This is an optimization exercise on Yosys and OpenROAD, whose aim is small area, not a production implementation. Only simulation tests tie the RTL to the original design; equivalence was not proved.

Setup of build 17:
## pong_top
module pong_top (
  input  logic                       ball_clk,
  input  logic                       reset,
  input  logic [3:0]                 direction_switch,
  input  logic                       start_game,
  output logic [143:0]               paddles,
  output pong_geom_pkg::point_t      ball,
  output pong_play_pkg::dir_t        ball_dir,
  output pong_play_pkg::game_state_t state
);
For scale: ~740 cells after synthesis, roughly 53 flip-flops, roughly 0.0057 mm² of cells after synthesis.
==> flow/config.mk <==
export PLATFORM = sky130hd
export DESIGN_NAME = pong_top
export DESIGN_NICKNAME = pong_top
export VERILOG_FILES = /design/flow/design.v
export SDC_FILE = /design/flow/constraint.sdc
export NUM_CORES = 4
export LEC_CHECK = 0
export CAP_MARGIN = 20
export CORE_MARGIN = 2
export CORE_UTILIZATION = 40
export CTS_BUF_LIST = sky130_fd_sc_hd__clkbuf_2 sky130_fd_sc_hd__clkbuf_4 sky130_fd_sc_hd__clkbuf_8
export SLEW_MARGIN = 20
==> flow/constraint.sdc <==
create_clock -name core_clock -period 8.0 [get_ports {ball_clk}]
set_input_delay 1.6000 -clock core_clock [delete_from_list [all_inputs] [get_ports {ball_clk}]]
set_output_delay 1.6000 -clock core_clock [all_outputs]
set_load 0.01 [all_outputs]
standard.sh (not shown) runs the stock make flow with config.mk's settings and CLKGATE_MAP_FILE= SYNTH_SCRIPT=/design/flow/synth_recipe.tcl, a recipe that flattens the netlist after the stock synthesis.
==> flow/flow/run.sh <==
#!/bin/bash
# The standard layout (the standard.sh, unchanged synthesis), with two
# placement choices: ports buffered with the smallest buffer, and constant
# outputs left on the single tie cells that synthesis made.
set -euo pipefail
export BUFFER_PORTS_ARGS="-buffer_cell sky130_fd_sc_hd__buf_1"
export SKIP_REPAIR_TIE_FANOUT=1
bash standard.sh > standard.log 2>&1
The following lists how build 53 was set up differently from build 17:
- setting PLACE_DENSITY to 0.75 for the first time
- changing CORE_UTILIZATION from 40 to 65
### Flow results
- Build 53 went all the way through synthesis, placement and routing and the layout is clean on timing, DRC and antenna.
- Build 53 vs. build 17: buffers plus inverters on the worst setup path held; register-to-register slack increased 0.07 ns.
- Build 53 does better than build 17 on setup slack.
Input-level comparison between build 92 and build 53:
- CORE_UTILIZATION: 65 -> 40
- PLACE_DENSITY: 0.75 -> unset
-- flow/flow/run.sh --
<<< build 53, line 8
>>> build 92, line 8
export RECOVER_POWER=100
Results
Build 92 ran in full, but the layout does not pass; the checks complain about max-capacitance violations, max-slew violations.
Clock skew: build 92 vs build 53, no meaningful difference
Compared to build 53, the routing of build 92 uses more wire.

## delta
pong_top, a different RTL version from the one above (not shown whole).
Size in the first run: about 53 flip-flops, roughly 5500 sq um of cells after synthesis.
export LEC_CHECK = 0
export CAP_MARGIN = 20
export CORE_MARGIN = 2
export CORE_UTILIZATION = 40
export CTS_BUF_LIST = sky130_fd_sc_hd__clkbuf_2 sky130_fd_sc_hd__clkbuf_4 sky130_fd_sc_hd__clkbuf_8
export GPL_TIMING_DRIVEN = 0
export SLEW_MARGIN = 20
create_clock -name core_clock -period 8.0 [get_ports {ball_clk}]
==> flow/flow/run.sh <==
#!/bin/bash
# The standard layout (the standard.sh, unchanged synthesis), with these
# layout choices: ports buffered with the smallest buffer; constant outputs
# left on the single tie cells that synthesis made; after floorplanning, the
# combinational logic re-mapped for area by OpenROAD's restructure and every
# gate sized down to drive 1 (later repair sizes up where timing needs it);
# and no dummy clock loads in the clock tree.
set -euo pipefail
# restructure's ABC run reads a liberty file; give it one without the
# platform's don't-use cells
python3 flow/filter_lib.py "$FLOW_HOME/platforms/$FLOW_PLATFORM/lib/sky130_fd_sc_hd__tt_025C_1v80.lib" \
  "$PWD/restructure.lib" > filter_lib.log 2>&1
export RESTRUCTURE_LIB="$PWD/restructure.lib"
export BUFFER_PORTS_ARGS="-buffer_cell sky130_fd_sc_hd__buf_1"
export SKIP_REPAIR_TIE_FANOUT=1
export POST_FLOORPLAN_TCL="$PWD/flow/resynth.tcl"
export CTS_ARGS="-sink_clustering_enable -repair_clock_nets -dont_use_dummy_load -buf_list {sky130_fd_sc_hd__clkbuf_2 sky130_fd_sc_hd__clkbuf_4 sky130_fd_sc_hd__clkbuf_8}"
bash standard.sh > standard.log 2>&1
Other scripts of this flow, unchanged in this note and not shown: flow/flow/downsize.tcl, flow/flow/filter_lib.py, flow/flow/resynth.tcl
delta went all the way through the flow, and no timing, DRC or antenna check failed.
Setup changes, delta to gamma
Settings: removing GPL_TIMING_DRIVEN (formerly 0).
==> comparison <==
- Summary of gamma over delta: number of distinct library cell variants in the gate-level netlist after synthesis essentially unchanged.

-- port drivers added, routing unchanged --
Ports are ideal in the flow. The routed layouts listed here were re-timed in OpenROAD. Step 1 sets driving cells, clkbuf_16 on the clock port and buf_2 on the other inputs (assumed; they add their load-dependent delay and slew). Step 2 moves the port delays by t, midway between the first and last clock arrival at a register: inputs arrive t later, outputs are due t later. That takes back most of the time a late clock gives input paths. a / b / c = ideal ports / drivers / drivers and shift; a / b = the first two.
| run | t (ns) | setup WS [ns] | slew at the worst register clock pin (ns) |
|---|---|---|---|
| build 17 | 0.350 | 0.476 / 0.476 / 0.476 | 0.10 / 0.10 |
| build 53 | 0.342 | 0.551 / 0.551 / 0.551 | 0.10 / 0.10 |
| build 92 | 0.350 | 0.481 / 0.481 / 0.481 | 0.10 / 0.10 |
| delta | 0.339 | 0.930 / 0.930 / 0.930 | 0.10 / 0.10 |
| gamma | 0.356 | 1.067 / 1.067 / 1.067 | 0.10 / 0.10 |
